Background: an optimization exercise with open tools, aiming at small area, a short achievable clock period and few clock cycles per item. Do not read the settings as production practice.
Where RTL was checked, it was by simulation tests only, not by an equivalence proof against the original.
Power figures rest on the tool's default switching activity, not on a simulated workload.

## qr_cordic_top
module qr_cordic_top (
	input  logic               clk,
	input  logic               rst,
	input  logic               en,
	output logic               rd_a,
	output logic [1:0]         rd_a_row,
	output logic [0:0]         rd_a_col,
	input  logic signed [12:0] rd_a_data,
	output logic               wr_r,
	output logic [1:0]         wr_r_row,
	output logic [0:0]         wr_r_col,
	output logic signed [12:0] wr_r_data,
	output logic               valid
);
Size: ~1700 cells after synthesis, roughly 140 flip-flops, ~14000 µm² of cells after synthesis.
export LEC_CHECK = 0
export CAP_MARGIN = 20
export CORE_MARGIN = 2
export CORE_UTILIZATION = 40
export SLEW_MARGIN = 20
create_clock -name core_clock -period 17.0 [get_ports {clk}]
standard.sh (not shown) runs the stock make flow with config.mk's settings and CLKGATE_MAP_FILE= SYNTH_SCRIPT=/design/flow/synth_recipe.tcl, a recipe that flattens the netlist after the stock synthesis.
==> flow/flow/run.sh <==
#!/bin/bash
set -euo pipefail
bash standard.sh finish SETUP_SLACK_MARGIN=12 > orfs_flow.log 2>&1
Then changed:
--- a/flow/design.v
+++ b/flow/design.v
@@ -235,59 +235,52 @@
 	logic signed [11:0] kin, kout;
 	always_comb begin
 		if (ks_x1)      kin = x1;
 		else if (ks_x2) kin = x2;
 		else if (ks_x3) kin = x3;
 		else            kin = y3p;
 	end
 	qr_kgain u_k (.v(kin), .k(kout));
 	logic d1, d3;
 	logic signed [11:0] sx1, sy1, sx2, sy2, sx3, sy3;
-	logic signed [11:0] nx1, ny1, nx2, ny2, nx3, ny3;
 	assign sx1 = x1 >>> jv;
 	assign sy1 = y1 >>> jv;
 	assign sx2 = x2 >>> jr;
 	assign sy2 = y2 >>> jr;
 	assign sx3 = x3 >>> jg;
 	assign sy3 = y3 >>> jg;
 	assign d1 = ~y1[11];
 	assign d3 = ~y3[11];
-	qr_addsub u_a1 (.a(x1), .b(sy1), .add(d1),  .s(nx1));
-	qr_addsub u_a2 (.a(y1), .b(sx1), .add(~d1), .s(ny1));
-	qr_addsub u_a3 (.a(x2), .b(sy2), .add(dq),  .s(nx2));
-	qr_addsub u_a4 (.a(y2), .b(sx2), .add(~dq), .s(ny2));
-	qr_addsub u_a5 (.a(x3), .b(sy3), .add(d3),  .s(nx3));
-	qr_addsub u_a6 (.a(y3), .b(sx3), .add(~d3), .s(ny3));
 	always_ff @(posedge clk) begin
 		dq <= d1;
 		if (st) x1 <= '0;
 		else if (v_it) begin
-			x1 <= nx1;
-			y1 <= ny1;
+			x1 <= d1 ? x1 + sy1 : x1 - sy1;
+			y1 <= d1 ? y1 - sx1 : y1 + sx1;
 		end else if (v_ld) begin
 			x1 <= kout;
 			y1 <= ain;
 		end
 		if (st) x2 <= '0;
 		else if (r_it) begin
-			x2 <= nx2;
-			y2 <= ny2;
+			x2 <= dq ? x2 + sy2 : x2 - sy2;
+			y2 <= dq ? y2 - sx2 : y2 + sx2;
 		end else if (r_ld) begin
 			x2 <= kout;
 			y2 <= ain;
 		end
 		if (yp_cap) y3p <= y2;
 		else if (yp_k) y3p <= kout;
 		if (st) x3 <= '0;
 		else if (g_it) begin
-			x3 <= nx3;
-			y3 <= ny3;
+			x3 <= d3 ? x3 + sy3 : x3 - sy3;
+			y3 <= d3 ? y3 - sx3 : y3 + sx3;
 		end else if (g_ld) begin
 			x3 <= kout;
 			y3 <= y3p;
 		end
 	end
 	always_ff @(posedge clk) begin
 		if (w11 || w12 || w22) wr_r_data <= 13'(kout);
 		if (w11) begin
 			wr_r_row <= 2'd0;
 			wr_r_col <= 1'b0;
@@ -303,39 +296,10 @@
 module qr_kgain (
 	input  logic signed [11:0] v,
 	output logic signed [11:0] k
 );
 	logic signed [21:0] ve;
 	logic signed [21:0] p;
 	assign ve = v;
 	assign p  = (ve <<< 9) + (ve <<< 7) - (ve <<< 4) - (ve <<< 1);
 	assign k  = p[21:10];
 endmodule
-module qr_addsub (
-	input  logic [11:0] a,
-	input  logic [11:0] b,
-	input  logic        add,
-	output logic [11:0] s
-);
-	logic [11:0] bb, g, p;
-	logic [11:0] gl [0:4];
-	logic [11:0] pl [0:4];
-	assign bb = add ? b : ~b;
-	assign g  = a & bb;
-	assign p  = a ^ bb;
-	always_comb begin
-		gl[0] = g;
-		pl[0] = p;
-		gl[0][0] = g[0] | (p[0] & ~add);
-		for (int l = 0; l < 4; l++) begin
-			gl[l+1] = gl[l];
-			pl[l+1] = pl[l];
-			for (int i = 0; i < 12; i++) begin
-				if ((i >> l) & 1) begin
-					gl[l+1][i] = gl[l][i] | (pl[l][i] & gl[l][((i >> l) << l) - 1]);
-					pl[l+1][i] = pl[l][i] & pl[l][((i >> l) << l) - 1];
-				end
-			end
-		end
-	end
-	assign s = p ^ {gl[4][10:0], ~add};
-endmodule
What happened: The new run finished with timing, DRC and antenna clean. Register-to-register slack improved by 0.07 ns. Fmax goes up slightly. Routed wire length rises by a little under a tenth. Global-route usage came out lower by 0.81 points. Die area rises by roughly a tenth. Critical path depth does not change. Clock skew barely changes. Setup slack improves by 0.069 ns. Synthesized cell count climbs by a few percent. Total power came out higher by about a fifth. Cell count climbs by a little under a tenth. Utilization hardly moves. Non-clock buffer count is unchanged.
Testbench counts after the change, summed over its fixed seeds: cycles 13,824, items 192.
The RTL of the first run of this note was laid out without a check of its function.

---

The RTL this note starts from:
==> flow/design.v <==
package qr_pkg;
endpackage
`timescale 1ns/10ps
module qr_cordic_top (
	input  logic               clk,
	input  logic               rst,
	input  logic               en,
	output logic               rd_a,
	output logic [1:0]         rd_a_row,
	output logic [0:0]         rd_a_col,
	input  logic signed [12:0] rd_a_data,
	output logic               wr_r,
	output logic [1:0]         wr_r_row,
	output logic [0:0]         wr_r_col,
	output logic signed [12:0] wr_r_data,
	output logic               valid
);
	logic       busy;
	logic [2:0] sl;         
	logic [3:0] ph;         
	logic [2:0] sn;         
	logic [3:0] pn;
	assign pn = (ph == 4'd12) ? 4'd0 : ph + 4'd1;
	assign sn = (ph == 4'd12) ? sl + 3'd1 : sl;
	always_ff @(posedge clk or posedge rst) begin
		if (rst) begin
			busy  <= 1'b0;
			sl    <= '0;
			ph    <= '0;
			rd_a  <= 1'b0;
			wr_r  <= 1'b0;
			valid <= 1'b0;
		end else begin
			if (en) begin
				busy <= 1'b1;
				sl   <= 3'd7;
				ph   <= 4'd11;
			end else if (busy) begin
				busy <= !(sl == 3'd5 && ph == 4'd3);
				sl   <= sn;
				ph   <= pn;
			end
			rd_a  <= en || (busy && (sn == 3'd7 || sn <= 3'd2) && (pn == 4'd11 || pn == 4'd12));
			wr_r  <= busy && ((sn == 3'd4 && pn <= 4'd1) || (sn == 3'd5 && pn == 4'd3));
			valid <= busy && sn == 3'd5 && pn == 4'd3;
		end
	end
	logic       v_it, r_it, g_it, yp_cap;
	logic       ks_x1, ks_x2, ks_x3, ks_yp;    
	logic [3:0] jv, jr, jg;                    
	logic       s03, s14, s25;                 
	assign s03 = sn <= 3'd3;
	assign s14 = sn >= 3'd1 && sn <= 3'd4;
	assign s25 = sn >= 3'd2 && sn <= 3'd5;
	always_ff @(posedge clk) begin
		v_it   <= s03 && pn <= 4'd11;
		r_it   <= s03 && pn >= 4'd1;
		g_it   <= (s14 && pn >= 4'd3) || (s25 && pn <= 4'd1);
		yp_cap <= s14 && pn == 4'd0;
		ks_x1  <= busy && s03 && pn == 4'd12;
		ks_x2  <= busy && s14 && pn == 4'd0;
		ks_yp  <= busy && s14 && pn == 4'd1;
		ks_x3  <= busy && s25 && pn == 4'd2;
		wr_r_row <= {1'b0, sn == 3'd5};
		wr_r_col <= sn == 3'd5 || pn == 4'd1;
		jv     <= pn;
		jr     <= jv;
		jg     <= (pn >= 4'd3) ? pn - 4'd3 : pn + 4'd10;
		rd_a_row <= en ? 2'd3 : 2'd2 - sn[1:0];
		rd_a_col <= !en && pn == 4'd12;
	end
	logic signed [11:0] y1, x2, y2, y3, y3p, ain;
	logic        [10:0] x1, x3;
	logic signed [11:0] x1e, x3e;
	logic [0:0]        dq;    
	assign x1e = {1'b0, x1};
	assign x3e = {1'b0, x3};
	assign ain = rd_a_data[11:0];
	logic signed [11:0] kin, kout;
	assign kin = ({12{ks_x1}} & x1e) | ({12{ks_x2}} & x2) | ({12{ks_x3}} & x3e) | ({12{ks_yp}} & y3p);
	qr_kgain u_k (.v(kin), .k(kout));
	logic signed [11:0] vx[0:1], vy[0:1];
	logic [0:0] vd;
	assign vx[0] = x1e;
	assign vy[0] = y1;
	logic signed [11:0] rx[0:1], ry[0:1];
	logic [0:0] rd;
	assign rx[0] = x2;
	assign ry[0] = y2;
	logic signed [11:0] gx[0:1], gy[0:1];
	logic [0:0] gd;
	assign gx[0] = x3e;
	assign gy[0] = y3;
	logic signed [11:0] vsx0, vsy0;
	assign vsx0 = vx[0] >>> jv;
	assign vsy0 = vy[0] >>> jv;
	assign vd[0] = ~vy[0][11];
	qr_addsub u_vx0 (.a(vx[0]), .b(vsy0), .add(vd[0]),  .s(vx[1]));
	qr_addsub u_vy0 (.a(vy[0]), .b(vsx0), .add(~vd[0]), .s(vy[1]));
	logic signed [11:0] rsx0, rsy0;
	assign rsx0 = rx[0] >>> jr;
	assign rsy0 = ry[0] >>> jr;
	assign rd[0] = dq[0];
	qr_addsub u_rx0 (.a(rx[0]), .b(rsy0), .add(rd[0]),  .s(rx[1]));
	qr_addsub u_ry0 (.a(ry[0]), .b(rsx0), .add(~rd[0]), .s(ry[1]));
	logic signed [11:0] gsx0, gsy0;
	assign gsx0 = gx[0] >>> jg;
	assign gsy0 = gy[0] >>> jg;
	assign gd[0] = ~gy[0][11];
	qr_addsub u_gx0 (.a(gx[0]), .b(gsy0), .add(gd[0]),  .s(gx[1]));
	qr_addsub u_gy0 (.a(gy[0]), .b(gsx0), .add(~gd[0]), .s(gy[1]));
	always_ff @(posedge clk) begin
		dq  <= vd;
		x1  <= v_it ? vx[1][10:0] : kout[10:0];
		y1  <= v_it ? vy[1] : ain;
		x2  <= r_it ? rx[1] : kout;
		y2  <= r_it ? ry[1] : ain;
		y3p <= yp_cap ? y2 : kout;
		x3  <= g_it ? gx[1][10:0] : kout[10:0];
		y3  <= g_it ? gy[1] : y3p;
	end
	always_ff @(posedge clk) begin
		wr_r_data <= 13'(kout);
	end
endmodule
module qr_kgain (
	input  logic signed [11:0] v,
	output logic signed [11:0] k
);
	logic signed [21:0] ve;
	logic signed [21:0] p;
	assign ve = v;
	assign p  = (ve <<< 9) + (ve <<< 7) - (ve <<< 4) - (ve <<< 1);
	assign k  = p[21:10];
endmodule
module qr_addsub (
	input  logic [11:0] a,
	input  logic [11:0] b,
	input  logic        add,
	output logic [11:0] s
);
	logic [11:0] bb, g, p;
	logic [11:0] gl [0:4];
	logic [11:0] pl [0:4];
	assign bb = add ? b : ~b;
	assign g  = a & bb;
	assign p  = a ^ bb;
	always_comb begin
		gl[0] = g;
		pl[0] = p;
		gl[0][0] = g[0] | (p[0] & ~add);
		for (int l = 0; l < 4; l++) begin
			gl[l+1] = gl[l];
			pl[l+1] = pl[l];
			for (int i = 0; i < 12; i++) begin
				if ((i >> l) & 1) begin
					gl[l+1][i] = gl[l][i] | (pl[l][i] & gl[l][((i >> l) << l) - 1]);
					pl[l+1][i] = pl[l][i] & pl[l][((i >> l) << l) - 1];
				end
			end
		end
	end
	assign s = p ^ {gl[4][10:0], ~add};
endmodule
==> flow/config.mk <==
export PLATFORM = sky130hd
export DESIGN_NAME = qr_cordic_top
export DESIGN_NICKNAME = qr_cordic_top
export VERILOG_FILES = /design/flow/design.v
export SDC_FILE = /design/flow/constraint.sdc
export NUM_CORES = 4
export LEC_CHECK = 0
export CAP_MARGIN = 20
export CORE_MARGIN = 2
export CORE_UTILIZATION = 70
export CTS_BUF_LIST = sky130_fd_sc_hd__clkbuf_8
export SLEW_MARGIN = 20
==> flow/constraint.sdc <==
create_clock -name core_clock -period 17.0 [get_ports {clk}]
set_input_delay 3.4000 -clock core_clock [delete_from_list [all_inputs] [get_ports {clk}]]
set_output_delay 3.4000 -clock core_clock [all_outputs]
set_load 0.01 [all_outputs]
==> flow/flow/run.sh <==
#!/bin/bash
set -euo pipefail
bash standard.sh finish SETUP_SLACK_MARGIN=12.7 > orfs_flow.log 2>&1
Testbench counts at the start, summed over its fixed seeds: cycles 13,824, items 192.
Then changed:
--- a/flow/design.v
+++ b/flow/design.v
@@ -47,8 +47,9 @@
 	end
 	logic       v_it, r_it, g_it, yp_cap;
 	logic       ks_x1, ks_x2, ks_x3, ks_yp;    
 	logic [3:0] jv, jr, jg;                    
+	logic       w11, w12, w22;                 
 	logic       s03, s14, s25;                 
 	assign s03 = sn <= 3'd3;
 	assign s14 = sn >= 3'd1 && sn <= 3'd4;
 	assign s25 = sn >= 3'd2 && sn <= 3'd5;
@@ -60,10 +61,11 @@
 		ks_x1  <= busy && s03 && pn == 4'd12;
 		ks_x2  <= busy && s14 && pn == 4'd0;
 		ks_yp  <= busy && s14 && pn == 4'd1;
 		ks_x3  <= busy && s25 && pn == 4'd2;
-		wr_r_row <= {1'b0, sn == 3'd5};
-		wr_r_col <= sn == 3'd5 || pn == 4'd1;
+		w11    <= busy && sn == 3'd3 && pn == 4'd12;
+		w12    <= busy && sn == 3'd4 && pn == 4'd0;
+		w22    <= busy && sn == 3'd5 && pn == 4'd2;
 		jv     <= pn;
 		jr     <= jv;
 		jg     <= (pn >= 4'd3) ? pn - 4'd3 : pn + 4'd10;
 		rd_a_row <= en ? 2'd3 : 2'd2 - sn[1:0];
@@ -119,9 +121,19 @@
 		x3  <= g_it ? gx[1][10:0] : kout[10:0];
 		y3  <= g_it ? gy[1] : y3p;
 	end
 	always_ff @(posedge clk) begin
-		wr_r_data <= 13'(kout);
+		if (w11 || w12 || w22) wr_r_data <= 13'(kout);
+		if (w11) begin
+			wr_r_row <= 2'd0;
+			wr_r_col <= 1'b0;
+		end else if (w12) begin
+			wr_r_row <= 2'd0;
+			wr_r_col <= 1'b1;
+		end else if (w22) begin
+			wr_r_row <= 2'd1;
+			wr_r_col <= 1'b1;
+		end
 	end
 endmodule
 module qr_kgain (
 	input  logic signed [11:0] v,
Outcome: Die area increases slightly. Via count decreases by a few percent. Clock-buffer cell count does not change. Synthesized cell count decreases slightly. Fmax increases slightly.
Testbench counts after the change, summed over its fixed seeds: cycles 13,824, items 192.

-- afterwards: timing with drivers on the ports --
The results above use ideal ports. As a check the final layouts listed here were re-extracted and re-timed, cells and wires unchanged.
Step 1, drivers: a clkbuf_16 drives clk and a buf_2 each remaining input, both assumed.
Step 2 also shifts input and output timing later by t, the mid clock arrival at the registers, as if the neighbouring blocks saw the same clock.
a / b / c = ideal ports / drivers / drivers and shift; a / b = the first two.
run	t, ns	slack for setup (ns)	worst setup path at the end	slew at the worst register clock pin (ns)	worst slew at a driven data input, ns
the first run of note 1	0.490	12.112 / 12.112 / 12.112	register to register	0.07 / 0.07	0.04
the second run of note 1	0.497	12.181 / 12.181 / 12.181	register to register	0.07 / 0.07	0.04
the first run of note 2	0.516	12.606 / 12.558 / 12.553	input to register	0.10 / 0.10	0.04
the second run of note 2	0.485	12.631 / 12.588 / 12.548	input to register	0.09 / 0.09	0.03
After both steps every run listed still meets setup and hold. The setup slack of the second run of note 2, which loses most, moves by -0.043 ns with the drivers and by -0.083 ns with both steps.
